Context: an optimization exercise on an open-source flow, tuned for small area, a short achievable clock period and few clock cycles. The choices shown serve that exercise and are no tape-out recipe. Where RTL was checked, it was by simulation tests only, not by an equivalence proof against the original. Function not checked in runs 1 to 4: the RTL went through the layout flow alone.

--- flow/design.v ---
package edge_pkg;
  localparam int LINE_LENGTH    = 16;                           
  localparam int LINE_COUNT     = 6;                            
  localparam int PIX_PER_WORD   = 4;                            
  localparam int WORDS_PER_LINE = LINE_LENGTH / PIX_PER_WORD;   
  typedef logic [7:0]  pixel_t;   
  typedef logic [31:0] word_t;    
  typedef logic [15:0] addr_t;    
  localparam int SRC_BASE = 0;                                  
  localparam int DST_BASE = WORDS_PER_LINE * LINE_COUNT;        
  localparam int LAST_STEP = 49;
endpackage
`timescale 1ns/1ps
module sobel_lane (
  input  logic              clk,
  input  logic [9:0]        s0,    
  input  logic [9:0]        s2,    
  input  logic signed [8:0] d0,    
  input  logic signed [8:0] d1,    
  input  logic signed [8:0] d2,    
  output edge_pkg::pixel_t  pix
);
  logic [10:0] dx;
  logic [10:0] dy;
  logic [10:0] dx_q;
  logic [10:0] dy_q;
  logic [10:0] ndx;
  logic [10:0] ndy;
  logic [9:0]  ax;
  logic [9:0]  ay;
  logic [10:0] mag;
  assign dx = {1'b0, s2} - {1'b0, s0};
  assign dy = {{2{d0[8]}}, d0} + {{2{d2[8]}}, d2} + {d1[8], d1, 1'b0};
  always_ff @(posedge clk) begin
    dx_q <= dx;
    dy_q <= dy;
  end
  assign ndx = -dx_q;
  assign ndy = -dy_q;
  assign ax  = dx_q[10] ? ndx[9:0] : dx_q[9:0];
  assign ay  = dy_q[10] ? ndy[9:0] : dy_q[9:0];
  assign mag = {1'b0, ax} + {1'b0, ay};
  assign pix = (mag[10:8] != 3'd0) ? 8'hff : mag[7:0];
endmodule
`timescale 1ns/1ps
module line_buffer (
  input  logic                 clk,
  input  logic                 clear,    
  input  logic                 push,     
  input  logic                 vpush,    
  input  edge_pkg::word_t      data_r,
  output logic [5:0][7:0]      top,      
  output logic [5:0][7:0]      mid,
  output logic [5:0][7:0]      bot
);
  edge_pkg::word_t  q [10];
  edge_pkg::pixel_t q10;
  logic [1:0]       widx;     
  logic             row0;     
  logic             lclamp;   
  logic             rclamp;   
  always_ff @(posedge clk) begin
    if (clear) begin
      widx <= 2'd0;
      row0 <= 1'b1;
    end else if (push) begin
      widx <= widx + 2'd1;
      if (widx == 2'd3) row0 <= 1'b0;
    end
  end
  always_ff @(posedge clk) begin
    if (push) begin
      q[0] <= vpush ? q[3] : data_r;
      q[1] <= q[0];
      q[2] <= q[1];
      q[3] <= q[2];
      q[4] <= row0 ? data_r : q[3];
      q[5] <= q[4];
      q[6] <= q[5];
      q[7] <= q[6];
      q[8] <= q[7];
      q[9] <= q[8];
      q10  <= q[9][31:24];
    end
  end
  assign lclamp = (widx == 2'd2);
  assign rclamp = (widx == 2'd1);
  assign bot = {rclamp ? q[1][31:24] : q[0][7:0], q[1], lclamp ? q[1][7:0] : q[2][31:24]};
  assign mid = {rclamp ? q[5][31:24] : q[4][7:0], q[5], lclamp ? q[5][7:0] : q[6][31:24]};
  assign top = {rclamp ? q[9][31:24] : q[8][7:0], q[9], lclamp ? q[9][7:0] : q10};
endmodule
`timescale 1ns/1ps
module acc_control (
  input  logic            clk,
  input  logic            reset,
  input  logic            start,
  output logic            finish,
  output edge_pkg::addr_t addr,
  output logic            en,
  output logic            we,
  output logic            clear,    
  output logic            push,     
  output logic            vpush     
);
  typedef enum logic [1:0] {IDLE, RUN, DONE} state_t;
  state_t     state;
  logic [5:0] step;      
  logic [5:0] nxt;
  logic [5:0] addr_q;    
  logic [5:0] other;     
  function automatic logic is_read(input logic [5:0] t);
    is_read = (t >= 6'd1 && t <= 6'd10) || (t >= 6'd16 && t <= 6'd20) ||
              (t >= 6'd26 && t <= 6'd30) || (t >= 6'd36 && t <= 6'd39);
  endfunction
  function automatic logic is_write(input logic [5:0] t);
    is_write = (t >= 6'd11 && t <= 6'd15) || (t >= 6'd21 && t <= 6'd25) ||
               (t >= 6'd31 && t <= 6'd35) || (t >= 6'd41 && t <= 6'd49);
  endfunction
  function automatic logic is_vread(input logic [5:0] t);
    is_vread = (t >= 6'd40 && t <= 6'd44);
  endfunction
  function automatic logic is_swap(input logic [5:0] t);
    is_swap = (t == 6'd11) || (t == 6'd16) || (t == 6'd21) || (t == 6'd26) ||
              (t == 6'd31) || (t == 6'd36) || (t == 6'd41);
  endfunction
  assign nxt   = step + 6'd1;
  assign addr  = {10'd0, addr_q};
  assign clear = (state == IDLE);
  always_ff @(posedge clk or posedge reset) begin
    if (reset) begin
      state  <= IDLE;
      en     <= 1'b0;
      finish <= 1'b0;
    end else begin
      case (state)
        IDLE: begin
          if (start) begin
            state <= RUN;
            en    <= 1'b1;
          end
        end
        RUN: begin
          en <= is_read(nxt) || is_write(nxt);
          if (step == 6'(edge_pkg::LAST_STEP)) begin
            state  <= DONE;
            finish <= 1'b1;
            en     <= 1'b0;
          end
        end
        DONE: begin
          if (!start) begin
            state  <= IDLE;
            finish <= 1'b0;
          end
        end
        default: state <= IDLE;
      endcase
    end
  end
  always_ff @(posedge clk) begin
    push  <= (state == RUN) && (is_read(step) || is_vread(step));
    vpush <= is_vread(step);
    we    <= is_write(nxt);
    if (state != RUN) begin
      step   <= 6'd1;
      addr_q <= 6'd0;
      other  <= 6'(edge_pkg::DST_BASE);
    end else begin
      step <= nxt;
      if (is_swap(nxt)) begin
        addr_q <= other;
        other  <= addr_q + 6'd1;
      end else begin
        addr_q <= addr_q + 6'd1;
      end
    end
  end
endmodule
`timescale 1ns/1ps
module edge_acc (
  input  logic            clk,
  input  logic            reset,
  input  logic            start,    
  output logic            finish,   
  output edge_pkg::addr_t addr,
  output logic            en,
  output logic            we,
  output edge_pkg::word_t data_w,
  input  edge_pkg::word_t data_r
);
  logic clear, push, vpush;
  logic [5:0][7:0] top, mid, bot;
  logic [9:0]        s_q [6];    
  logic signed [8:0] d_q [6];    
  edge_pkg::pixel_t  lane_pix [4];
  acc_control u_ctrl (
    .clk    (clk),
    .reset  (reset),
    .start  (start),
    .finish (finish),
    .addr   (addr),
    .en     (en),
    .we     (we),
    .clear  (clear),
    .push   (push),
    .vpush  (vpush)
  );
  line_buffer u_lbuf (
    .clk    (clk),
    .clear  (clear),
    .push   (push),
    .vpush  (vpush),
    .data_r (data_r),
    .top    (top),
    .mid    (mid),
    .bot    (bot)
  );
  always_ff @(posedge clk) begin
    for (int c = 0; c < 6; c++) begin
      s_q[c] <= {2'b00, top[c]} + {1'b0, mid[c], 1'b0} + {2'b00, bot[c]};
      d_q[c] <= {1'b0, top[c]} - {1'b0, bot[c]};
    end
  end
  for (genvar j = 0; j < 4; j++) begin : g_lane
    sobel_lane u_lane (
      .clk (clk),
      .s0  (s_q[j]),
      .s2  (s_q[j + 2]),
      .d0  (d_q[j]),
      .d1  (d_q[j + 1]),
      .d2  (d_q[j + 2]),
      .pix (lane_pix[j])
    );
  end
  always_ff @(posedge clk) begin
    for (int j = 0; j < 4; j++) begin
      data_w[8*j +: 8] <= lane_pix[j];   
    end
  end
endmodule
--- flow/run.sh ---
#!/bin/bash
# synth_recipe.tcl (not shown) runs the flow's synth.tcl, then flattens the netlist and writes it again
# the make line also repeats each setting of config.mk as NAME=value (left out here)
make -C /OpenROAD-flow-scripts/flow DESIGN_CONFIG=/design/flow/config.mk WORK_HOME=/design/flow/orfs CLKGATE_MAP_FILE= SYNTH_SCRIPT=/design/flow/synth_recipe.tcl finish
--- flow/constraint.sdc ---
create_clock -name core_clock -period 11.0 [get_ports {clk}]
set_input_delay 2.2000 -clock core_clock [delete_from_list [all_inputs] [get_ports {clk}]]
set_output_delay 2.2000 -clock core_clock [all_outputs]
set_load 0.01 [all_outputs]
--- flow/config.mk ---
export PLATFORM = sky130hd
export DESIGN_NAME = edge_acc
export DESIGN_NICKNAME = edge_acc
export VERILOG_FILES = /design/flow/design.v
export SDC_FILE = /design/flow/constraint.sdc
export NUM_CORES = 4
export LEC_CHECK = 0
export CAP_MARGIN = 20
export CORE_MARGIN = 2
export CORE_UTILIZATION = 30
export SLEW_MARGIN = 20
==> results of run 1 <==
==> per-stage QoR <==
| step | utilization, % | cell area (µm²) | hold slack, ns | setup slack [ns] |
|---|---|---|---|---|
| after floorplan | - | 28820 | 0.4003 | 2.198 |
| after global placement | 32.59 | 30960 | 0.4009 | 7.540 |
| after detailed placement | 32.59 | 30960 | 0.4045 | 7.614 |
| after CTS | 34.84 | 33100 | 0.3891 | 7.144 |
| after global routing | 34.87 | 33130 | 0.4023 | 7.102 |
| final | 34.87 | 33130 | 0.3989 | 7.196 |
==> worst paths after layout <==
| check | to | slack (ns) | cells past startpoint |
|---|---|---|---|
| setup / recovery | addr[0] | 7.20 | 1 |
| hold / removal | u_lbuf.q[5][23] | 0.40 | 0 |
| setup reg to reg | data_w[26] | 7.65 | 12 |
| hold reg to reg | u_lbuf.q[5][23] | 0.40 | 0 |
| max in group asynchronous | u_ctrl.state[1] | 9.08 | 2 |
| min in group asynchronous | u_ctrl.finish | 1.77 | 2 |
==> cell type report <==
cell class                      count  share of cell area, %
Multi-Input combinational cell   1504                  38.63
Timing Repair Buffer               81                  2.500
Clock inverter                     37                 0.9970
Clock buffer                       82                  5.476
Inverter                          228                  2.583
Tap cell                         1265                  4.777
Sequential cell                   580                  45.03
==> layout by cell type (no fill, tap or decap), drive strengths merged, types with 9 or more instances in the layout <==
cell	synthesis	layout
nor2	80	80
nand2b	60	60
or2	12	12
nor2b	60	60
xor2	73	73
nand2	137	137
fa	102	102
xnor2	155	155
a21oi	83	83
clkdlybuf4s50	0	75
nor3	47	47
a21o	47	47
o31ai	21	21
or3	23	23
mux2	74	74
clkinv	0	20
dfxtp	248	248
nand3	23	23
mux2i	41	41
ha	236	236
nor4	11	11
o21ai	110	110
a311oi	9	9
inv	228	239
conb	1	10
edfxtp	328	328
a21boi	14	14
o41ai	15	15
clkbuf	20	82
==> sequential cells by signal (all words and copies together) (netlist names) <==
name,flops
d_q,48
data_w,32
g_lane.u_lane.dx_q,42
g_lane.u_lane.dy_q,42
s_q,60
u_ctrl.addr_q,6
u_ctrl.en,1
u_ctrl.finish,1
u_ctrl.other,6
u_ctrl.push,1
u_ctrl.state,2
u_ctrl.step,6
u_ctrl.vpush,1
u_ctrl.we,1
u_lbuf.q,320
u_lbuf.q10,8
u_lbuf.row0,1
u_lbuf.widx,2
==> routing by layer <==
metal,wire length (µm),vias up
met3,2421,102
met4,1933,4
met2,27690,268
met1,26970,7877
li1,-,8366
met5,28,-
==> logic make-up (layout without fill, tap and decap cells) <==
family,Yosys count,in the layout
and+or+nand+nor,479,479
muxes,115,115
DFF,580,580
AOI/OAI and AO/OA,334,334
xor gates and xnor gates,228,228
adders and majority gates,338,338
buffers and inverters,279,428
other,1,10
==> impl_results.rst, run 1 <==
.. list-table::
   :header-rows: 1

   * - Metric
     - Value
   * - Port buffer count
     - 75
   * - Critical Setup Path Class
     - flop to output port
   * - Detail-routed via count per cell
     - roughly 4.4
   * - Clock skew after layout
     - approximately 0.023 ns
   * - Number of endpoints with negative hold slack in the final report
     - 0
   * - Top cells by count, synth
     - edfxtp_1 (328), dfxtp_1 (248), ha_1 (236)
   * - Number of buffers added by the clock tree synthesis step
     - between 60 and 70
   * - Simple-gate share of the synthesized area
     - 8.318%
   * - Setup crit start
     - u_ctrl.addr_q[0]
   * - Stage delay of the slowest cell on the critical path
     - approximately 0.57 ns
   * - Average wire per standard cell
     - 15.63 µm
   * - Initial antenna violation count
     - 3
   * - Max Cap Violations
     - 0
   * - First-pass GRT wire length
     - 93,470 µm
   * - DP Wirelength
     - between 40,000 and 50,000 µm
   * - Overall routed net length
     - 59,050 µm
   * - Final net count
     - 2,835
   * - Highest achievable clock rate
     - 262.9 MHz
   * - Non-Filler Instances
     - 3,777
   * - Total setup violations reported at the end of the flow
     - 0
   * - Area share of xor/xnor cells in the synthesized design
     - ~6.9%
   * - Clk latency of the worst-skew pair
     - approximately 0.62 ns
   * - Number of global-route vias before repair
     - 17,020
   * - CTS root buffer
     - clkbuf_16
   * - Register area share after synthesis
     - 51.80%
   * - Dominant cells by area after synthesis
     - edfxtp_1 (34%), dfxtp_1 (17%), ha_1 (10%)
   * - Compound-cell area share of the yosys netlist
     - 7.392%
   * - Met3 track demand over resource in global routing
     - about 2.4%
   * - RSZ-0062 raised after global routing
     - false
   * - Post-Syn Area per Cell
     - 12.23 µm²
   * - Ports placed on the boundary
     - 86
   * - Met2 capacity usage during global routing
     - about a fifth
   * - Core Box Area
     - 95,010 µm²
   * - Clock-pin transition on the worst setup and hold timing paths
     - 0.06 ns
   * - Layout filler cell count
     - 9,346
   * - TritonCTS clock tree
     - done
   * - Drt first-iter violations
     - a little under 1,000
   * - Period Utilization, post-route
     - 34.58%
   * - Number of H-tree levels
     - 3
   * - First-pass detailed-route iteration total
     - 5
   * - Layout-stage area growth over the synthesis result
     - 15.08%
   * - Longest Clk Path Bufs
     - 3
   * - Dominant register cell in the synthesized netlist
     - edfxtp_1
   * - GP Congestion
     - 0.8415
   * - Post-synthesis cell type count
     - 63
   * - Most repeated cell in the gate-level netlist after synthesis
     - edfxtp_1
   * - Vias
     - 16,620
   * - Share of flip-flops with an asynchronous set or reset after synthesis
     - 0.6897%
   * - Post-synth design cell area
     - between 20,000 and 30,000 µm²
   * - CP endpoint kind
     - output port
   * - Actual slew at the worst max-slew pin
     - 1.040 ns
   * - Path type of the worst min-delay path
     - flop to flop
   * - Number of gates given a new drive strength after cts
     - 0
   * - Adder-cell share of the synthesized area
     - 17.35%
   * - EDFF count, synth
     - 328
   * - Yosys top cell area share
     - 34.21%
   * - Count of buffers added by post-CTS timing repair for setup
     - 0
   * - DRC violation count after routing
     - 0
   * - Worst-path maximum fanout
     - 5
   * - Chip Width
     - 313.8 µm
   * - Max-slew violation count
     - 0
   * - Combinational family with the most area after synthesis
     - adder cells
   * - Final antenna diode count
     - 0
   * - Share of cell area taken by muxes after synthesis
     - 4.333%
   * - Library cell with the largest summed area after synthesis
     - edfxtp_1
   * - Cells along the critical path
     - clkdlybuf4s50_1
   * - YS warnings
     - 10
   * - Final critical path time including I/O delays and setup
     - 3.804 ns
   * - Cell at the slowest stage of the critical path
     - clkdlybuf4s50_1
   * - Category of the worst setup path launch point
     - flop
   * - Cell class contributing the biggest share of worst-path delay
     - buffers and inverters
   * - Outcome
     - no timing/DRC/antenna violations
   * - Starting utilization of the core area
     - approximately 30%
   * - Fraction of met1 tracks used by global routing
     - between 15 and 20%
   * - Global Route Usage Sum
     - between 10% and 20%
   * - Setup TNS
     - 0 ns
   * - Grt peak-use layer
     - met2
   * - Worst path buffer plus inverter count
     - 1
   * - Worst path required time
     - roughly 8.8 ns
   * - Startpoint of the most critical register-to-register path
     - g_lane[3].u_lane.dy_q[0]
   * - Number of hold-repair buffers added at the cts stage
     - 0
   * - Data arrival time of the critical path
     - 1.60 ns
   * - Die Area
     - 98,460 µm²
   * - Number of antenna-violating nets in the routed design
     - 0
   * - Number of core rows
     - around 110
   * - Hold Crit Start
     - u_lbuf.q[4][23]
   * - Flop and latch count out of synthesis
     - slightly below 600
   * - Global-route congestion overflow total
     - 0
   * - Number of clock sinks
     - 580
   * - Remaining max-slew budget at the tightest pin
     - 30.65%
   * - Y dimension of the die
     - 313.8 µm
   * - Total area of sequential cells
     - 14,920 µm²
   * - Total area of multi-input combinational cells
     - 12,800 µm²
   * - Maximum number of pins on one net before global-route repair
     - 171
   * - Share of post-route cells with drive strength above 1
     - 8.280%
   * - Placed insts
     - 3,657
   * - Number of instances in the synthesized netlist
     - 2,354
==> run 2, diff against run 1 <==
--- a/flow/config.mk
+++ b/flow/config.mk
@@ -7,5 +7,6 @@
 export LEC_CHECK = 0
 export CAP_MARGIN = 20
 export CORE_MARGIN = 2
-export CORE_UTILIZATION = 30
+export CORE_UTILIZATION = 45
+export CTS_BUF_LIST = sky130_fd_sc_hd__clkbuf_4 sky130_fd_sc_hd__clkbuf_8
 export SLEW_MARGIN = 20
==> impl_results.rst, run 2 <==
.. list-table::
   :header-rows: 1

   * - Metric
     - Value
   * - Outcome
     - no timing/DRC/antenna violations
   * - Post-Syn Area per Cell
     - 12.23 µm² (unchanged)
   * - Number of buffers added by the clock tree synthesis step
     - 97 (+45%)
   * - Detail-routed via count per cell
     - 4.989 (+13%)
   * - Setup TNS
     - 0 ns (unchanged)
   * - Share of flip-flops with an asynchronous set or reset after synthesis
     - 0.6897% (unchanged)
   * - Top cells by count, synth
     - edfxtp_1 (328), dfxtp_1 (248), ha_1 (236)
   * - RSZ-0062 raised after global routing
     - false
   * - First-pass GRT wire length
     - 94,500 µm (+1.1%)
   * - Initial antenna violation count
     - 4 (+1)
   * - Global Route Usage Sum
     - 18.14% (+5.9 points)
   * - Largest register by flop count
     - u_lbuf.q
   * - DRC violation count after routing
     - 0 (unchanged)
   * - Highest achievable clock rate
     - 258.3 MHz (-1.7%)
   * - TritonCTS clock tree
     - done
   * - Yosys top cell area share
     - 34.21% (unchanged)
   * - Die Area
     - 66,020 µm² (-33%)
   * - Number of H-tree levels
     - 3 (unchanged)
   * - Non-Filler Instances
     - 3,423 (-9.4%)
   * - Data arrival time of the critical path
     - 1.67 ns (+0.07 ns)
   * - Library cell with the largest summed area after synthesis
     - edfxtp_1
   * - Number of hold-repair buffers added at the cts stage
     - 0 (unchanged)
   * - Clock-pin transition on the worst setup and hold timing paths
     - 0.06 ns (about the same)
   * - Port buffer count
     - 75 (unchanged)
   * - Post-synth design cell area
     - 28,790 µm² (unchanged)
   * - Number of flip-flops under the largest register name
     - 320 (unchanged)
   * - Most common cell after layout, fill and taps aside
     - edfxtp_1
   * - Ports placed on the boundary
     - 86 (unchanged)
   * - Hold Crit Start
     - u_lbuf.q[0][30]
   * - Number of antenna-violating nets in the routed design
     - 0 (unchanged)
   * - DP Wirelength
     - 44,790 µm (-0.60%)
   * - Drt first-iter violations
     - 904 (-8.7%)
   * - Share of post-route cells with drive strength above 1
     - 10.52% (+2.2 points)
   * - Worst Reg-to-Reg Cells
     - 14 (+2)
   * - Capture point of the worst reg-to-reg path
     - s_q[5][7]
   * - Number of clock sinks
     - 580 (unchanged)
   * - Dominant cells by area after synthesis
     - edfxtp_1 (34%), dfxtp_1 (17%), ha_1 (10%)
   * - Hold Crit Endpoint
     - u_lbuf.q[1][30]
   * - Y dimension of the die
     - 256.9 µm (-18%)
   * - Dominant register cell in the synthesized netlist
     - edfxtp_1
   * - Average wire per standard cell
     - 17.20 µm (+10%)
   * - Number of instances in the synthesized netlist
     - 2,354 (unchanged)
   * - GP Congestion
     - 0.8747 (+3.9%)
   * - Most repeated cell in the gate-level netlist after synthesis
     - edfxtp_1
   * - Layout filler cell count
     - 5,418 (-42%)
   * - Cell class contributing the biggest share of worst-path delay
     - buffers and inverters
   * - Period Utilization, post-route
     - 35.19% (+0.61 points)
   * - Cell count of the worst hold path
     - 0 (unchanged)
   * - Most frequent cells in the layout
     - edfxtp_1 (328), dfxtp_1 (247), ha_1 (236), inv_1 (228), xnor2_1 (155)
   * - Longest Clk Path Bufs
     - 3 (unchanged)
   * - CP endpoint kind
     - output port
   * - Final design instance area without fill
     - 32,590 µm² (-1.6%)
   * - Placement-stage cell area
     - 30,450 µm² (-1.7%)
   * - Maximum number of pins on one net before global-route repair
     - 187 (+9.4%)
   * - Stage delay of the slowest cell on the critical path
     - 0.58 ns (about the same)
   * - Global-route congestion overflow total
     - 0 (unchanged)
   * - Flop and latch count out of synthesis
     - 580 (unchanged)
   * - Starting utilization of the core area
     - 45.56% (+15 points)
   * - Number of endpoints with negative hold slack in the final report
     - 0 (unchanged)
   * - YS warnings
     - 10 (unchanged)
   * - Core Box Area
     - 63,200 µm² (-33%)
   * - Number of gates given a new drive strength after cts
     - 0 (unchanged)
   * - Vias
     - 17,080 (+2.8%)
   * - Register area share after synthesis
     - 51.80% (unchanged)
   * - Number of global-route vias before repair
     - 17,710 (+4.1%)
   * - Number of core rows
     - 92 (-19%)
   * - Startpoint of the most critical register-to-register path
     - u_lbuf.widx[0]
   * - Placed insts
     - 3,240 (-11%)
   * - Category of the worst setup path launch point
     - flop
   * - Path type of the worst min-delay path
     - flop to flop
   * - Chip Width
     - 256.9 µm (-18%)
   * - Max-slew violation count
     - 0 (unchanged)
   * - Registers with the highest flip-flop counts
     - u_lbuf.q: 320 flops, s_q: 60 flops, d_q: 48 flops
   * - Clk latency of the worst-skew pair
     - 0.71 ns (+0.09 ns)
   * - Layout-stage area growth over the synthesis result
     - 13.21%
   * - Worst path buffer plus inverter count
     - 1 (unchanged)
   * - Cells along the critical path
     - clkdlybuf4s50_1
   * - Worst-path maximum fanout
     - 5 (unchanged)
   * - Count of buffers added by post-CTS timing repair for setup
     - 0 (unchanged)
   * - First-pass detailed-route iteration total
     - 6 (+1)
   * - Total setup violations reported at the end of the flow
     - 0 (unchanged)
   * - Max Cap Violations
     - 0 (unchanged)
   * - Remaining max-slew budget at the tightest pin
     - 25.92% (-4.7 points)
   * - Critical Setup Path Class
     - flop to output port
   * - Actual slew at the worst max-slew pin
     - 1.111 ns (+0.07091 ns)
   * - EDFF count, synth
     - 328 (unchanged)
   * - Final critical path time including I/O delays and setup
     - 3.871 ns (+0.06755 ns)
   * - Worst path required time
     - 8.80 ns (about the same)
   * - Clock skew after layout
     - 0.04566 ns (+0.02306 ns)
   * - Cell at the slowest stage of the critical path
     - clkdlybuf4s50_1
   * - Overall routed net length
     - 58,890 µm (-0.26%)
   * - Post-synthesis cell type count
     - 63 (unchanged)
   * - Stages on worst setup path
     - 1 (unchanged)
   * - Final net count
     - 2,866 (+1.1%)
   * - CTS root buffer
     - clkbuf_8
## run 2: worst max path at each step
stage	startpoint	end	slack, ns
2_1_floorplan	u_ctrl.push	u_lbuf.widx[1]	2.20
3_3_place_gp	g_lane[3].u_lane.dy_q[0]	data_w[26]	7.69
3_5_place_dp	g_lane[3].u_lane.dy_q[0]	data_w[26]	7.62
4_1_cts	u_ctrl.addr_q[2]	addr[2]	7.05
5_1_grt	u_ctrl.addr_q[0]	addr[0]	7.04
6_report	u_ctrl.addr_q[0]	addr[0]	7.13
## run 2: logic make-up (layout without fill, tap and decap cells)
| logic type | after synthesis | count (layout) | share of synthesized area [%] |
|---|---|---|---|
| other cells | 1 | 11 | 0.01303 |
| mux | 115 | 115 | 4.333 |
| simple gates | 479 | 479 | 8.318 |
| buf+inv | 279 | 492 | 3.855 |
| fa+ha+maj | 338 | 338 | 17.35 |
| compound gates | 334 | 334 | 7.393 |
| xor+xnor | 228 | 228 | 6.936 |
| flops | 580 | 580 | 51.80 |
## run 2: layout make-up
| type | instances | area, µm² | area share (%) |
|---|---|---|---|
| multi-input cells | 1504 | 12800 | 39.27 |
| clock inverters | 51 | 489.2 | 1.501 |
| well taps | 846 | 1059 | 3.248 |
| diodes | 1 | 2.502 | 0.007678 |
| inverters | 228 | 855.8 | 2.626 |
| repair buffers | 82 | 815.8 | 2.503 |
| clock buffers | 131 | 1653 | 5.071 |
| flip-flops and latches | 580 | 14920 | 45.77 |
## run 2: routing by layer
metal	up-vias	share of wire, %	global-route usage (%)
met5	-	0	0
met4	0	2.1	5.975
met3	86	4.2	3.231
met2	291	46	29.25
met1	8244	48	24.81
li1	8456	-	-
## run 2: per-stage QoR
stage / setup slack (ns) / hold slack (ns) / utilization, %
2_1_floorplan: 2.198 / 0.4003 / -
3_3_place_gp: 7.691 / 0.4006 / 48.18
3_5_place_dp: 7.618 / 0.4045 / 48.18
4_1_cts: 7.046 / 0.3785 / 51.57
5_1_grt: 7.038 / 0.3903 / 51.57
6_report: 7.129 / 0.3923 / 51.57
==> run 3, diff against run 2 <==
==> flow/flow/run.sh (new file) <==
#!/bin/bash
cp standard.sh standard_sh.copy.log
cat flow/extra.mk >> config.mk
bash standard.sh > standard.log 2>&1
==> flow/flow/extra.mk (new file) <==
export BUFFER_PORTS_ARGS = -buffer_cell sky130_fd_sc_hd__buf_2
==> flow/standard.sh (new file) <==
#!/bin/bash
# synth_recipe.tcl (not shown) runs the flow's synth.tcl, then flattens the netlist and writes it again
# the make line also repeats each setting of config.mk as NAME=value (left out here)
make -C /OpenROAD-flow-scripts/flow DESIGN_CONFIG=/design/flow/config.mk WORK_HOME=/design/flow/orfs CLKGATE_MAP_FILE= SYNTH_SCRIPT=/design/flow/synth_recipe.tcl "${@:-finish}"
--- a/flow/config.mk
+++ b/flow/config.mk
@@ -7,6 +7,6 @@
 export LEC_CHECK = 0
 export CAP_MARGIN = 20
 export CORE_MARGIN = 2
-export CORE_UTILIZATION = 45
-export CTS_BUF_LIST = sky130_fd_sc_hd__clkbuf_4 sky130_fd_sc_hd__clkbuf_8
+export CORE_UTILIZATION = 30
 export SLEW_MARGIN = 20
+export BUFFER_PORTS_ARGS = -buffer_cell sky130_fd_sc_hd__buf_2
removed: flow/run.sh
==> impl_results.rst, run 3 <==
.. list-table::
   :header-rows: 1

   * - Metric
     - Value
   * - Drt first-iter violations
     - 956 (+5.8%)
   * - Detail-routed via count per cell
     - 4.437 (-11%)
   * - Layout-stage area growth over the synthesis result
     - 13.65%
   * - Post-Syn Area per Cell
     - 12.23 µm² (unchanged)
   * - Cell at the slowest stage of the critical path
     - dfxtp_1
   * - Flop and latch count out of synthesis
     - 580 (unchanged)
   * - Share of flip-flops with an asynchronous set or reset after synthesis
     - 0.6897% (unchanged)
   * - Global Route Usage Sum
     - 12.07% (-6.1 points)
   * - Remaining max-slew budget at the tightest pin
     - 33.27% (+7.3 points)
   * - Number of hold-repair buffers added at the cts stage
     - 0 (unchanged)
   * - Setup TNS
     - 0 ns (unchanged)
   * - Number of buffers added by the clock tree synthesis step
     - 66 (-32%)
   * - Category of the worst setup path launch point
     - flop
   * - TritonCTS clock tree
     - done
   * - Number of global-route vias before repair
     - 17,030 (-3.8%)
   * - Number of instances in the synthesized netlist
     - 2,354 (unchanged)
   * - Critical Setup Path Class
     - flop to output port
   * - Max Cap Violations
     - 0 (unchanged)
   * - Top cells by count, synth
     - edfxtp_1 (328), dfxtp_1 (248), ha_1 (236)
   * - Final antenna diode count
     - 0 (-1)
   * - Outcome
     - no timing/DRC/antenna violations
   * - Number of gates given a new drive strength after cts
     - 0 (unchanged)
   * - RSZ-0062 raised after global routing
     - false
   * - Final critical path time including I/O delays and setup
     - 3.421 ns (-0.4507 ns)
   * - Actual slew at the worst max-slew pin
     - 1.001 ns (-0.1102 ns)
   * - Initial antenna violation count
     - 8 (+4)
   * - Library cell with the largest summed area after synthesis
     - edfxtp_1
   * - CP endpoint kind
     - output port
   * - Longest Clk Path Bufs
     - 3 (unchanged)
   * - Core Box Area
     - 95,010 µm² (+50%)
   * - Yosys top cell area share
     - 34.21% (unchanged)
   * - Number of core rows
     - 113 (+23%)
   * - Path type of the worst min-delay path
     - flop to flop
   * - Maximum number of pins on one net before global-route repair
     - 179 (-4.3%)
   * - Port buffer count
     - 75 (unchanged)
   * - CTS root buffer
     - clkbuf_16
   * - Total setup violations reported at the end of the flow
     - 0 (unchanged)
   * - Average wire per standard cell
     - 15.53 µm (-9.7%)
   * - Period Utilization, post-route
     - 31.10% (-4.1 points)
   * - EDFF count, synth
     - 328 (unchanged)
   * - Vias
     - 16,760 (-1.9%)
   * - Worst-path maximum fanout
     - 5 (unchanged)
   * - Most common cell after layout, fill and taps aside
     - edfxtp_1
   * - Max-slew violation count
     - 0 (unchanged)
   * - First-pass GRT wire length
     - 92,960 µm (-1.6%)
   * - Starting utilization of the core area
     - 30.30% (-15 points)
   * - DP Wirelength
     - 45,100 µm (+0.70%)
   * - Cell class contributing the biggest share of worst-path delay
     - flip-flops
   * - Worst path buffer plus inverter count
     - 1 (unchanged)
   * - Final net count
     - 2,833 (-1.2%)
   * - Register area share after synthesis
     - 51.80% (unchanged)
   * - Post-synthesis cell type count
     - 63 (unchanged)
   * - Cells along the critical path
     - buf_2
   * - Clk latency of the worst-skew pair
     - 0.61 ns (-0.10 ns)
   * - Most frequent cells in the layout
     - edfxtp_1 (328), dfxtp_1 (245), ha_1 (236), inv_1 (228), xnor2_1 (155)
   * - Clock skew after layout
     - 0.02837 ns (-0.01729 ns)
   * - Ports placed on the boundary
     - 86 (unchanged)
   * - YS warnings
     - 10 (unchanged)
   * - Count of buffers added by post-CTS timing repair for setup
     - 0 (unchanged)
   * - Placed insts
     - 3,657 (+13%)
   * - Highest achievable clock rate
     - 292.3 MHz (+13%)
   * - DRC violation count after routing
     - 0 (unchanged)
   * - Global-route congestion overflow total
     - 0 (unchanged)
   * - Most repeated cell in the gate-level netlist after synthesis
     - edfxtp_1
   * - Number of antenna-violating nets in the routed design
     - 0 (unchanged)
   * - Number of clock sinks
     - 580 (unchanged)
   * - Data arrival time of the critical path
     - 1.22 ns (-0.45 ns)
   * - First-pass detailed-route iteration total
     - 5 (-1)
   * - Dominant register cell in the synthesized netlist
     - edfxtp_1
   * - Chip Width
     - 313.8 µm (+22%)
   * - Stage delay of the slowest cell on the critical path
     - 0.43 ns (-0.15 ns)
   * - Clock-pin transition on the worst setup and hold timing paths
     - 0.06 ns (about the same)
   * - Y dimension of the die
     - 313.8 µm (+22%)
   * - Registers with the highest flip-flop counts
     - u_lbuf.q: 320 flops, s_q: 60 flops, d_q: 48 flops
   * - Die Area
     - 98,460 µm² (+49%)
   * - Number of H-tree levels
     - 3 (unchanged)
   * - GP Congestion
     - 0.8308 (-5.0%)
   * - Overall routed net length
     - 58,650 µm (-0.41%)
   * - Share of post-route cells with drive strength above 1
     - 10.99% (+0.47 points)
   * - Non-Filler Instances
     - 3,777 (+10%)
   * - Number of endpoints with negative hold slack in the final report
     - 0 (unchanged)
   * - Post-synth design cell area
     - 28,790 µm² (unchanged)
   * - Worst path required time
     - 8.80 ns (about the same)
   * - Number of flip-flops under the largest register name
     - 320 (unchanged)
   * - Dominant cells by area after synthesis
     - edfxtp_1 (34%), dfxtp_1 (17%), ha_1 (10%)
   * - Core Util, Final
     - 34.44% (-17 points)
   * - Largest register by flop count
     - u_lbuf.q
run 3: worst paths after layout:
check / from / end / cells past startpoint
min in group asynchronous: reset / u_ctrl.finish / 2
max in group asynchronous: reset / u_ctrl.state[1] / 2
worst min register to register: u_lbuf.q[4][30] / u_lbuf.q[5][30] / 0
worst max-delay path: u_ctrl.addr_q[0] / addr[0] / 1
worst min-delay path: u_lbuf.q[4][30] / u_lbuf.q[5][30] / 0
worst max register to register: u_lbuf.widx[0] / s_q[5][7] / 14
run 3: worst reg2reg max path, stage by stage (launching register included):
cell and delay, ns:
dfxtp_1 0.40, ha_1 0.17, buf_4 0.36, mux2i_1 0.46, fa_1 0.47, inv_1 0.06
ha_1 0.16, inv_1 0.06, fa_1 0.40, nor2b_1 0.13, o21ai_0 0.09, nand2b_1 0.11
a21o_1 0.12, a21o_1 0.14, xor2_1 0.14
run 3: layout make-up:
type / count / area [µm²]
Timing Repair Buffer: 80 / 425.4
Clock buffer: 88 / 1828
Inverter: 228 / 855.8
Clock inverter: 32 / 306.5
Multi-Input combinational cell: 1504 / 12800
Fill cell: 9432 / 62290
Sequential cell: 580 / 14920
Tap cell: 1265 / 1583
run 3: per-stage QoR:
stage	hold WS (ns)	setup slack (ns)	cell area (µm²)
detailed placement	0.4045	7.693	30580
floorplan	0.4003	2.198	28820
finish	0.3991	7.579	32720
global route	0.4083	7.404	32720
CTS	0.3993	7.534	32720
global placement	0.4002	7.772	30580
run 3: cell families after synthesis:
family / count (synthesis) / share of synthesized area (%)
mux: 115 / 4.333
buf+inv: 279 / 3.855
flops: 580 / 51.80
other cells: 1 / 0.01303
fa+ha+maj: 338 / 17.35
compound gates: 334 / 7.393
simple gates: 479 / 8.318
xor+xnor: 228 / 6.936
run 3: layer usage:
metal	vias to the layer above	routed length (µm)	track usage, %
li1	8374	-	-
met1	8008	27410	15.59
met2	259	26970	19.90
met3	107	2348	2.210
met4	12	1844	4.980
met5	-	83	0
==> run 4, diff against run 3 <==
--- a/flow/design.v
+++ b/flow/design.v
@@ -61,10 +61,14 @@
   logic             rclamp;   
   always_ff @(posedge clk) begin
     if (clear) begin
-      widx <= 2'd0;
-      row0 <= 1'b1;
+      widx   <= 2'd0;
+      row0   <= 1'b1;
+      lclamp <= 1'b0;
+      rclamp <= 1'b0;
     end else if (push) begin
-      widx <= widx + 2'd1;
+      widx   <= widx + 2'd1;
+      lclamp <= (widx == 2'd1);
+      rclamp <= (widx == 2'd0);
       if (widx == 2'd3) row0 <= 1'b0;
     end
   end
@@ -83,8 +87,6 @@
       q10  <= q[9][31:24];
     end
   end
-  assign lclamp = (widx == 2'd2);
-  assign rclamp = (widx == 2'd1);
   assign bot = {rclamp ? q[1][31:24] : q[0][7:0], q[1], lclamp ? q[1][7:0] : q[2][31:24]};
   assign mid = {rclamp ? q[5][31:24] : q[4][7:0], q[5], lclamp ? q[5][7:0] : q[6][31:24]};
   assign top = {rclamp ? q[9][31:24] : q[8][7:0], q[9], lclamp ? q[9][7:0] : q10};
@@ -102,77 +104,74 @@
   output logic            push,     
   output logic            vpush     
 );
-  typedef enum logic [1:0] {IDLE, RUN, DONE} state_t;
-  state_t     state;
-  logic [5:0] step;      
-  logic [5:0] nxt;
-  logic [5:0] addr_q;    
-  logic [5:0] other;     
-  function automatic logic is_read(input logic [5:0] t);
-    is_read = (t >= 6'd1 && t <= 6'd10) || (t >= 6'd16 && t <= 6'd20) ||
-              (t >= 6'd26 && t <= 6'd30) || (t >= 6'd36 && t <= 6'd39);
+  logic       run;       
+  logic [3:0] blk;       
+  logic [2:0] ph;        
+  logic [3:0] blk_n;     
+  logic [2:0] ph_n;
+  logic [5:0] addr_q;
+  logic [5:0] base_n;    
+  logic       last;      
+  logic       rd_n, wr_n, vr, rd;
+  assign last  = (blk == 4'd9) && (ph == 3'd3);
+  assign ph_n  = (ph == 3'd4) ? 3'd0 : ph + 3'd1;
+  assign blk_n = (ph == 3'd4) ? blk + 4'd1 : blk;
+  function automatic logic blk_write(input logic [3:0] b);
+    blk_write = (b == 4'd2) || (b == 4'd4) || (b == 4'd6) || (b == 4'd8) || (b == 4'd9);
   endfunction
-  function automatic logic is_write(input logic [5:0] t);
-    is_write = (t >= 6'd11 && t <= 6'd15) || (t >= 6'd21 && t <= 6'd25) ||
-               (t >= 6'd31 && t <= 6'd35) || (t >= 6'd41 && t <= 6'd49);
-  endfunction
-  function automatic logic is_vread(input logic [5:0] t);
-    is_vread = (t >= 6'd40 && t <= 6'd44);
-  endfunction
-  function automatic logic is_swap(input logic [5:0] t);
-    is_swap = (t == 6'd11) || (t == 6'd16) || (t == 6'd21) || (t == 6'd26) ||
-              (t == 6'd31) || (t == 6'd36) || (t == 6'd41);
-  endfunction
-  assign nxt   = step + 6'd1;
+  assign wr_n = blk_write(blk_n);
+  assign rd_n = !blk_write(blk_n) && !((blk_n == 4'd7) && (ph_n == 3'd4));
+  assign rd   = !blk_write(blk) && !((blk == 4'd7) && (ph == 3'd4));
+  assign vr   = ((blk == 4'd7) && (ph == 3'd4)) || ((blk == 4'd8) && (ph != 3'd4));
+  always_comb begin
+    case (blk_n)
+      4'd1:    base_n = 6'd5;
+      4'd2:    base_n = 6'd24;
+      4'd3:    base_n = 6'd10;
+      4'd4:    base_n = 6'd29;
+      4'd5:    base_n = 6'd15;
+      4'd6:    base_n = 6'd34;
+      4'd7:    base_n = 6'd20;
+      4'd8:    base_n = 6'd39;
+      4'd9:    base_n = 6'd44;
+      default: base_n = 6'd0;
+    endcase
+  end
   assign addr  = {10'd0, addr_q};
-  assign clear = (state == IDLE);
+  assign clear = !run && !finish;
   always_ff @(posedge clk or posedge reset) begin
     if (reset) begin
-      state  <= IDLE;
+      run    <= 1'b0;
       en     <= 1'b0;
       finish <= 1'b0;
     end else begin
-      case (state)
-        IDLE: begin
-          if (start) begin
-            state <= RUN;
-            en    <= 1'b1;
-          end
+      if (!run && !finish && start) begin
+        run <= 1'b1;
+        en  <= 1'b1;
+      end else if (run) begin
+        en <= rd_n || wr_n;
+        if (last) begin
+          run    <= 1'b0;
+          finish <= 1'b1;
+          en     <= 1'b0;
         end
-        RUN: begin
-          en <= is_read(nxt) || is_write(nxt);
-          if (step == 6'(edge_pkg::LAST_STEP)) begin
-            state  <= DONE;
-            finish <= 1'b1;
-            en     <= 1'b0;
-          end
-        end
-        DONE: begin
-          if (!start) begin
-            state  <= IDLE;
-            finish <= 1'b0;
-          end
-        end
-        default: state <= IDLE;
-      endcase
-    end
-  end
-  always_ff @(posedge clk) begin
-    push  <= (state == RUN) && (is_read(step) || is_vread(step));
-    vpush <= is_vread(step);
-    we    <= is_write(nxt);
-    if (state != RUN) begin
-      step   <= 6'd1;
+      end else if (finish && !start) begin
+        finish <= 1'b0;
+      end
+    end
+  end
+  always_ff @(posedge clk) begin
+    push  <= run && (rd || vr);
+    vpush <= vr;
+    we    <= wr_n;
+    if (!run) begin
+      blk    <= 4'd0;
+      ph     <= 3'd0;
       addr_q <= 6'd0;
-      other  <= 6'(edge_pkg::DST_BASE);
     end else begin
-      step <= nxt;
-      if (is_swap(nxt)) begin
-        addr_q <= other;
-        other  <= addr_q + 6'd1;
-      end else begin
-        addr_q <= addr_q + 6'd1;
-      end
+      blk    <= blk_n;
+      ph     <= ph_n;
+      addr_q <= (ph == 3'd4) ? base_n : addr_q + 6'd1;
     end
   end
 endmodule
--- a/flow/config.mk
+++ b/flow/config.mk
@@ -8,5 +8,7 @@
 export CAP_MARGIN = 20
 export CORE_MARGIN = 2
 export CORE_UTILIZATION = 30
+export CTS_CLUSTER_DIAMETER = 100
+export CTS_CLUSTER_SIZE = 30
 export SLEW_MARGIN = 20
 export BUFFER_PORTS_ARGS = -buffer_cell sky130_fd_sc_hd__buf_2
==> impl_results.rst, run 4 <==
.. list-table::
   :header-rows: 1

   * - Metric
     - Value
   * - Cell at the slowest stage of the critical path
     - dfxtp_1
   * - Most common cell after layout, fill and taps aside
     - edfxtp_1
   * - Dominant cells by area after synthesis
     - edfxtp_1 (34%), dfxtp_1 (17%), ha_1 (11%)
   * - Register area share after synthesis
     - 51.92% (+0.11 points)
   * - Most repeated cell in the gate-level netlist after synthesis
     - edfxtp_1
   * - Number of gates given a new drive strength after cts
     - 0 (unchanged)
   * - Worst-path maximum fanout
     - 5 (unchanged)
   * - Placement-stage cell area
     - 30,420 µm² (-0.52%)
   * - Initial antenna violation count
     - 3 (-5)
   * - Overall routed net length
     - 56,870 µm (-3.0%)
   * - Worst path buffer plus inverter count
     - 1 (unchanged)
   * - Cells along the critical path
     - buf_2
   * - YS warnings
     - 10 (unchanged)
   * - Number of H-tree levels
     - 1 (-2)
   * - Number of antenna-violating nets in the routed design
     - 0 (unchanged)
   * - Detail-routed via count per cell
     - 4.430 (-0.16%)
   * - Final design instance area without fill
     - 31,270 µm² (-4.4%)
   * - Number of global-route vias before repair
     - 16,150 (-5.2%)
   * - Count of buffers added by post-CTS timing repair for setup
     - 0 (unchanged)
   * - Final net count
     - 2,792 (-1.4%)
   * - RSZ-0062 raised after global routing
     - false
   * - Global-route congestion overflow total
     - 0 (unchanged)
   * - Outcome
     - no timing/DRC/antenna violations
   * - Cell class contributing the biggest share of worst-path delay
     - flip-flops
   * - Dominant register cell in the synthesized netlist
     - edfxtp_1
   * - Setup TNS
     - 0 ns (unchanged)
   * - Starting utilization of the core area
     - 30.15% (-0.15 points)
   * - Clock skew after layout
     - 0.04203 ns (+0.01367 ns)
   * - Maximum number of pins on one net before global-route repair
     - 180 (+0.56%)
   * - Number of instances in the synthesized netlist
     - 2,333 (-0.89%)
   * - Worst Reg-to-Reg Cells
     - 12 (-2)
   * - Share of post-route cells with drive strength above 1
     - 9.416% (-1.6 points)
   * - CTS root buffer
     - clkbuf_16
   * - Met3 track demand over resource in global routing
     - 1.367% (-0.84 points)
   * - Stage delay of the slowest cell on the critical path
     - 0.42 ns (about the same)
   * - Final antenna diode count
     - 0 (unchanged)
   * - CP endpoint kind
     - output port
   * - Total setup violations reported at the end of the flow
     - 0 (unchanged)
   * - Highest achievable clock rate
     - 295.3 MHz (+1.0%)
   * - Number of flip-flops under the largest register name
     - 320 (unchanged)
   * - EDFF count, synth
     - 328 (unchanged)
   * - Met2 capacity usage during global routing
     - 19.27% (-0.63 points)
   * - Y dimension of the die
     - 312.6 µm (-0.39%)
   * - Most frequent cells in the layout
     - edfxtp_1 (328), ha_1 (243), dfxtp_1 (241), inv_1 (228), xnor2_1 (166)
   * - Hold Crit Start
     - u_lbuf.q[8][27]
   * - Fraction of met1 tracks used by global routing
     - 15.96% (+0.36 points)
   * - Startpoint of the most critical register-to-register path
     - u_lbuf.rclamp
   * - Largest register by flop count
     - u_lbuf.q
   * - Core Box Area
     - 94,730 µm² (-0.30%)
   * - Number of buffers added by the clock tree synthesis step
     - 26 (-61%)
   * - Clock-pin transition on the worst setup and hold timing paths
     - 0.12 ns (+0.06 ns)
   * - Post-synth design cell area
     - 28,560 µm² (-0.79%)
   * - Share of flip-flops with an asynchronous set or reset after synthesis
     - 0.5208% (-0.17 points)
   * - Number of hold-repair buffers added at the cts stage
     - 0 (unchanged)
   * - Max Cap Violations
     - 0 (unchanged)
   * - First-pass GRT wire length
     - 89,880 µm (-3.3%)
   * - Number of clock sinks
     - 576 (-0.69%)
   * - Ports placed on the boundary
     - 86 (unchanged)
   * - Number of endpoints with negative hold slack in the final report
     - 0 (unchanged)
   * - Yosys top cell area share
     - 34.48% (+0.27 points)
   * - DRC violation count after routing
     - 0 (unchanged)
   * - Cell count of the worst hold path
     - 0 (unchanged)
   * - Grt peak-use layer
     - met2
   * - Core Util, Final
     - 33.01% (-1.4 points)
   * - Post-synthesis cell type count
     - 58 (-7.9%)
   * - Library cell with the largest summed area after synthesis
     - edfxtp_1
   * - Period Utilization, post-route
     - 30.78% (-0.31 points)
   * - Number of core rows
     - 113 (unchanged)
   * - Worst path required time
     - 8.80 ns (about the same)
   * - Capture point of the worst reg-to-reg path
     - s_q[5][9]
   * - Final critical path time including I/O delays and setup
     - 3.386 ns (-0.03446 ns)
   * - TritonCTS clock tree
     - done
   * - Average wire per standard cell
     - 15.38 µm (-0.95%)
   * - Vias
     - 16,380 (-2.3%)
   * - Top cells by count, synth
     - edfxtp_1 (328), dfxtp_1 (245), ha_1 (243)
   * - Worst slack on hold paths
     - 0.4070 ns (+0.007970 ns)
   * - Remaining max-slew budget at the tightest pin
     - 31.07% (-2.2 points)
   * - First-pass detailed-route iteration total
     - 4 (-1)
   * - Longest Clk Path Bufs
     - 3 (unchanged)
   * - Flop and latch count out of synthesis
     - 576 (-0.69%)
   * - Port buffer count
     - 75 (unchanged)
   * - Die Area
     - 97,700 µm² (-0.78%)
   * - Chip Width
     - 312.6 µm (-0.39%)
   * - Global Route Usage Sum
     - 11.52% (-0.55 points)
   * - Data arrival time of the critical path
     - 1.19 ns (-0.03 ns)
   * - Actual slew at the worst max-slew pin
     - 1.034 ns (+0.03295 ns)
   * - Registers with the highest flip-flop counts
     - u_lbuf.q: 320 flops, d_q: 54 flops, s_q: 54 flops
   * - Drt first-iter violations
     - 958 (+0.21%)
   * - Path type of the worst min-delay path
     - flop to flop
   * - Clk latency of the worst-skew pair
     - 0.62 ns (about the same)
   * - DP Wirelength
     - 44,640 µm (-1.0%)
   * - GP Congestion
     - 0.8441 (+1.6%)
   * - Layout-stage area growth over the synthesis result
     - 9.479%
   * - Category of the worst setup path launch point
     - flop
   * - Critical Setup Path Class
     - flop to output port
   * - Hold Crit Endpoint
     - u_lbuf.q[9][27]
   * - Max-slew violation count
     - 0 (unchanged)
   * - Post-Syn Area per Cell
     - 12.24 µm² (+0.11%)
-- run 4: cell count changes after synthesis, moves of 11 or more --
cell	change
a21o_1	-11
and3_1	+11
buf_2	-11
mux2_2	+21
mux2i_1	-20
nand2b_1	-30
nand3_1	-11
nor2_1	+49
xnor2_1	+11
xor2_1	-36
-- run 4: final cells by class --
type,count,area (µm²)
Fill cell,9497,63460
Sequential cell,576,14840
Multi-Input combinational cell,1500,12730
Tap cell,1265,1583
Inverter,230,863.3
Clock buffer,38,716.9
Timing Repair Buffer,78,410.4
Clock inverter,10,128.9
-- run 4: kinds of logic (layout without fill, tap and decap cells) --
group	after synthesis	in the layout	synth area share (%)
adder cells (fa/ha/maj)	345	345	17.79
multiplexers	115	115	4.442
buffers and inverters	266	356	3.627
AND/OR/NAND/NOR	472	472	8.016
XOR/XNOR	203	203	6.225
flip-flops	576	576	51.92
other	1	10	0.01313
AO/OA/AOI/OAI	355	355	7.968
-- run 4: worst max path at each step --
stage / depth (start not counted) / start / end / slack, ns
2_1_floorplan: 3 / u_ctrl.push / u_lbuf.lclamp / 2.70
3_3_place_gp: 12 / u_lbuf.rclamp / s_q[5][7] / 7.48
3_5_place_dp: 12 / u_lbuf.rclamp / s_q[5][9] / 7.40
4_1_cts: 12 / u_lbuf.rclamp / s_q[5][9] / 7.37
5_1_grt: 12 / g_lane[0].u_lane.dy_q[0] / data_w[6] / 7.46
6_report: 1 / u_ctrl.addr_q[2] / addr[2] / 7.61
-- run 4: per-stage QoR --
step / instances / worst slack (ns)
2_1_floorplan: 2342 / 2.697
3_3_place_gp: 3649 / 7.482
3_5_place_dp: 3649 / 7.398
4_1_cts: 3697 / 7.373
5_1_grt: 3697 / 7.464
6_report: 3697 / 7.614
-- run 4: routing by layer --
metal	up-vias	wire length (µm)
li1	8279	-
met1	7853	27860
met2	177	26280
met3	66	1580
met4	4	1116
met5	-	30
==> run 5, diff against run 4 <==
--- a/flow/design.v
+++ b/flow/design.v
@@ -22,25 +22,30 @@
 );
   logic [10:0] dx;
   logic [10:0] dy;
-  logic [10:0] dx_q;
-  logic [10:0] dy_q;
-  logic [10:0] ndx;
-  logic [10:0] ndy;
-  logic [9:0]  ax;
-  logic [9:0]  ay;
-  logic [10:0] mag;
-  assign dx = {1'b0, s2} - {1'b0, s0};
-  assign dy = {{2{d0[8]}}, d0} + {{2{d2[8]}}, d2} + {d1[8], d1, 1'b0};
-  always_ff @(posedge clk) begin
-    dx_q <= dx;
-    dy_q <= dy;
-  end
-  assign ndx = -dx_q;
-  assign ndy = -dy_q;
-  assign ax  = dx_q[10] ? ndx[9:0] : dx_q[9:0];
-  assign ay  = dy_q[10] ? ndy[9:0] : dy_q[9:0];
-  assign mag = {1'b0, ax} + {1'b0, ay};
-  assign pix = (mag[10:8] != 3'd0) ? 8'hff : mag[7:0];
+  logic        sx, sy;         
+  logic [7:0]  ax, ay;         
+  logic        big;            
+  logic        sx_q, sy_q, big_q;
+  logic [7:0]  ax_q, ay_q;
+  logic [8:0]  t;
+  logic [8:0]  u;
+  assign dx  = {1'b0, s2} - {1'b0, s0};
+  assign dy  = {{2{d0[8]}}, d0} + {{2{d2[8]}}, d2} + {d1[8], d1, 1'b0};
+  assign sx  = dx[10];
+  assign sy  = dy[10];
+  assign ax  = dx[7:0] ^ {8{sx}};
+  assign ay  = dy[7:0] ^ {8{sy}};
+  assign big = (dx[10:8] != {3{sx}}) || (dy[10:8] != {3{sy}});
+  always_ff @(posedge clk) begin
+    sx_q  <= sx;
+    sy_q  <= sy;
+    ax_q  <= ax;
+    ay_q  <= ay;
+    big_q <= big;
+  end
+  assign t   = {1'b0, ax_q} + {1'b0, ay_q} + {8'd0, sx_q};
+  assign u   = {1'b0, t[7:0]} + {8'd0, sy_q};
+  assign pix = (big_q || t[8] || u[8]) ? 8'hff : u[7:0];
 endmodule
 `timescale 1ns/1ps
 module line_buffer (
--- a/flow/config.mk
+++ b/flow/config.mk
@@ -8,7 +8,7 @@
 export CAP_MARGIN = 20
 export CORE_MARGIN = 2
 export CORE_UTILIZATION = 30
-export CTS_CLUSTER_DIAMETER = 100
-export CTS_CLUSTER_SIZE = 30
+export CTS_CLUSTER_DIAMETER = 80
+export CTS_CLUSTER_SIZE = 24
 export SLEW_MARGIN = 20
 export BUFFER_PORTS_ARGS = -buffer_cell sky130_fd_sc_hd__buf_2
==> impl_results.rst, run 5 <==
.. list-table::
   :header-rows: 1

   * - Metric
     - Value
   * - Worst-path maximum fanout
     - 20 (+15)
   * - Layout-stage area growth over the synthesis result
     - 10.64%
   * - Number of core rows
     - 113 (unchanged)
   * - Final design instance area without fill
     - 31,770 µm² (+1.6%)
   * - Post-synth design cell area
     - 28,720 µm² (+0.54%)
   * - Remaining max-slew budget at the tightest pin
     - 30.52% (-0.55 points)
   * - Most frequent cells in the layout
     - edfxtp_1 (328), ha_1 (235), dfxtp_1 (233), inv_1 (225), xnor2_1 (125)
   * - Post-synthesis cell type count
     - 83 (+43%)
   * - Y dimension of the die
     - 313.4 µm (+0.27%)
   * - Actual slew at the worst max-slew pin
     - 1.042 ns (+0.008222 ns)
   * - Overall routed net length
     - 58,880 µm (+3.5%)
   * - Drt first-iter violations
     - 936 (-2.3%)
   * - CTS root buffer
     - clkbuf_16
   * - Data arrival time of the critical path
     - 3.87 ns (+2.68 ns)
   * - Most repeated cell in the gate-level netlist after synthesis
     - edfxtp_1
   * - Worst path required time
     - 11.48 ns (+2.68 ns)
   * - Path type of the worst min-delay path
     - flop to flop
   * - Placement-stage cell area
     - 30,580 µm² (+0.51%)
   * - Count of buffers added by post-CTS timing repair for setup
     - 0 (unchanged)
   * - Registers with the highest flip-flop counts
     - u_lbuf.q: 320 flops, d_q: 54 flops, s_q: 54 flops
   * - Port buffer count
     - 75 (unchanged)
   * - Average wire per standard cell
     - 15.88 µm (+3.2%)
   * - Core Box Area
     - 94,870 µm² (+0.15%)
   * - Dominant register cell in the synthesized netlist
     - edfxtp_1
   * - Clock-pin transition on the worst setup and hold timing paths
     - 0.10 ns (-0.02 ns)
   * - Category of the worst setup path launch point
     - flop
   * - Dominant cells by area after synthesis
     - edfxtp_1 (34%), dfxtp_1 (17%), ha_1 (10%)
   * - Detail-routed via count per cell
     - 4.515 (+1.9%)
   * - Global Route Usage Sum
     - 12.02% (+0.51 points)
   * - Flop and latch count out of synthesis
     - 568 (-1.4%)
   * - Final net count
     - 2,791 (-0.036%)
   * - Number of instances in the synthesized netlist
     - 2,321 (-0.51%)
   * - Global-route congestion overflow total
     - 0 (unchanged)
   * - TritonCTS clock tree
     - done
   * - DRC violation count after routing
     - 0 (unchanged)
   * - Non-Filler Instances
     - 3,708 (+0.30%)
   * - Number of antenna-violating nets in the routed design
     - 0 (unchanged)
   * - Die Area
     - 98,220 µm² (+0.53%)
   * - Clk latency of the worst-skew pair
     - 0.58 ns (-0.04 ns)
   * - Worst slack on hold paths
     - 0.4000 ns (-0.007011 ns)
   * - Share of post-route cells with drive strength above 1
     - 11.05% (+1.6 points)
   * - Layout filler cell count
     - 9,322 (-1.8%)
   * - YS warnings
     - 10 (unchanged)
   * - Post-Syn Area per Cell
     - 12.37 µm² (+1.1%)
   * - Clock skew after layout
     - 0.04045 ns (-0.001586 ns)
   * - Period Utilization, post-route
     - 30.77% (about the same)
   * - Starting utilization of the core area
     - 30.27% (+0.12 points)
   * - Share of flip-flops with an asynchronous set or reset after synthesis
     - 0.5282% (+0.0073 points)
   * - Register area share after synthesis
     - 51.08% (-0.84 points)
   * - Critical Setup Path Class
     - flop to flop
   * - Longest Clk Path Bufs
     - 3 (unchanged)
   * - CP endpoint kind
     - flop
   * - Number of H-tree levels
     - 2 (+1)
   * - Most common cell after layout, fill and taps aside
     - edfxtp_1
   * - DP Wirelength
     - 46,000 µm (+3.1%)
   * - Yosys top cell area share
     - 34.30% (-0.18 points)
   * - EDFF count, synth
     - 328 (unchanged)
   * - Highest achievable clock rate
     - 295.4 MHz (about the same)
   * - Initial antenna violation count
     - 1 (-2)
   * - Max-slew violation count
     - 0 (unchanged)
   * - Vias
     - 16,740 (+2.2%)
   * - Placed insts
     - 3,641 (-0.22%)
   * - Number of clock sinks
     - 568 (-1.4%)
   * - Setup TNS
     - 0 ns (unchanged)
   * - Final critical path time including I/O delays and setup
     - 3.385 ns (-0.001320 ns)
   * - Chip Width
     - 313.4 µm (+0.27%)
   * - RSZ-0062 raised after global routing
     - false
   * - Total setup violations reported at the end of the flow
     - 0 (unchanged)
   * - Number of flip-flops under the largest register name
     - 320 (unchanged)
   * - Outcome
     - no timing/DRC/antenna violations
   * - First-pass detailed-route iteration total
     - 5 (+1)
   * - Final antenna diode count
     - 0 (unchanged)
   * - Top cells by count, synth
     - edfxtp_1 (328), dfxtp_1 (237), ha_1 (235)
   * - Number of endpoints with negative hold slack in the final report
     - 0 (unchanged)
   * - Number of hold-repair buffers added at the cts stage
     - 0 (unchanged)
   * - Max Cap Violations
     - 0 (unchanged)
   * - Library cell with the largest summed area after synthesis
     - edfxtp_1
   * - First-pass GRT wire length
     - 93,450 µm (+4.0%)
   * - GP Congestion
     - 0.8578 (+1.6%)
   * - Maximum number of pins on one net before global-route repair
     - 86 (-52%)
   * - Number of buffers added by the clock tree synthesis step
     - 37 (+42%)
   * - Largest register by flop count
     - u_lbuf.q
   * - Ports placed on the boundary
     - 86 (unchanged)
   * - Number of gates given a new drive strength after cts
     - 0 (unchanged)
   * - Number of global-route vias before repair
     - 16,840 (+4.3%)
-- run 5: changes by cell type after synthesis, sizes merged, moves of 10 or more --
cell | previous run | this run
a21o | 36 | 62
nor3 | 42 | 25
a21oi | 75 | 101
o41ai | 25 | 7
nor2b | 57 | 35
nand2 | 126 | 78
xnor2 | 166 | 133
nor2 | 129 | 119
xor2 | 37 | 67
o31ai | 14 | 4
-- run 5: final cells by class --
cell class / count / area (µm²) / area share [%]
clock buffers: 48 / 967.2 / 3.044
clock inverters: 19 / 226.5 / 0.7127
inverters: 228 / 855.8 / 2.693
multi-input cells: 1497 / 13030 / 41.01
flip-flops and latches: 568 / 14680 / 46.19
well taps: 1265 / 1583 / 4.981
repair buffers: 83 / 435.4 / 1.370
-- run 5: per-layer routing --
| layer | GRT usage [%] | wire [µm] | vias up |
|---|---|---|---|
| met5 | 0 | 7 | - |
| li1 | - | - | 8365 |
| met1 | 15.81 | 27500 | 8108 |
| met2 | 20.80 | 28430 | 202 |
| met4 | 3.317 | 1340 | 2 |
| met3 | 1.504 | 1595 | 66 |
-- run 5: through the flow --
step / utilization, % / setup WS (ns)
final: 33.49 / 7.615
after global routing: 33.49 / 7.360
after CTS: 33.49 / 7.238
after detailed placement: 32.23 / 7.254
after global placement: 32.23 / 7.320
after floorplan: - / 2.697
-- run 5: worst paths after layout --
check | startpoint | to | slack [ns] | cells past startpoint
worst max-delay path | u_lbuf.rclamp | s_q[5][9] | 7.62 | 11
worst min-delay path | u_lbuf.q[2][7] | u_lbuf.q[3][7] | 0.40 | 0
worst max register to register | u_lbuf.rclamp | s_q[5][9] | 7.62 | 11
worst min register to register | u_lbuf.q[2][7] | u_lbuf.q[3][7] | 0.40 | 0
max in group asynchronous | reset | u_ctrl.finish | 9.39 | 2
min in group asynchronous | reset | u_ctrl.en | 1.48 | 2
-- run 5: cell families after synthesis --
| kind of cell | synth area share [%] |
|---|---|
| DFF | 51.08 |
| and+or+nand+nor | 7.232 |
| other | 0.01306 |
| adders and majority gates | 17.63 |
| buffers and inverters | 3.664 |
| AOI/OAI and AO/OA | 9.411 |
| xor gates and xnor gates | 6.413 |
| muxes | 4.557 |
-- run 5: worst max-delay path, cell delays in order, from the launching register on --
cell	delay, ns
dfxtp_1	0.49
buf_4	0.36
mux2_2	0.41
fa_1	0.54
fa_1	0.47
a21o_1	0.20
a21oi_1	0.24
o21bai_1	0.09
a21oi_1	0.22
nor2b_1	0.07
o21ai_0	0.14
nand2b_1	0.07
Testbench counts of run 5, summed over its fixed seeds: cycles 9,784.

==> what the ideal ports hide <==
How much do the figures lean on ideal ports? The routed layouts below were timed once more, with nothing changed but the port constraints. Step 1: set_driving_cell puts a clkbuf_16 on clk and a buf_2 on each other input, an assumption about the parent block. Step 2 also shifts input and output timing later by t, the mid clock arrival at the registers, as if the neighbouring blocks saw the same clock. a / b / c = ideal / step 1 / step 2; a / b = the first two.
run	t, ns	slack for setup (ns)	hold WS [ns]	slew at the worst register clock pin (ns)	worst data-port slew with drivers (ns)
run 1	0.669	7.196 / 7.132 / 7.654	0.399 / 0.399 / 0.399	0.07 / 0.07	0.07
run 2	0.745	7.129 / 7.069 / 7.613	0.392 / 0.392 / 0.392	0.07 / 0.07	0.07
run 3	0.662	7.579 / 7.517 / 7.682	0.399 / 0.399 / 0.399	0.06 / 0.06	0.09
run 4	0.659	7.614 / 7.554 / 7.769	0.407 / 0.407 / 0.407	0.12 / 0.12	0.08
run 5	0.627	7.615 / 7.565 / 7.615	0.400 / 0.400 / 0.400	0.10 / 0.10	0.07
After both steps every run listed still meets setup and hold.
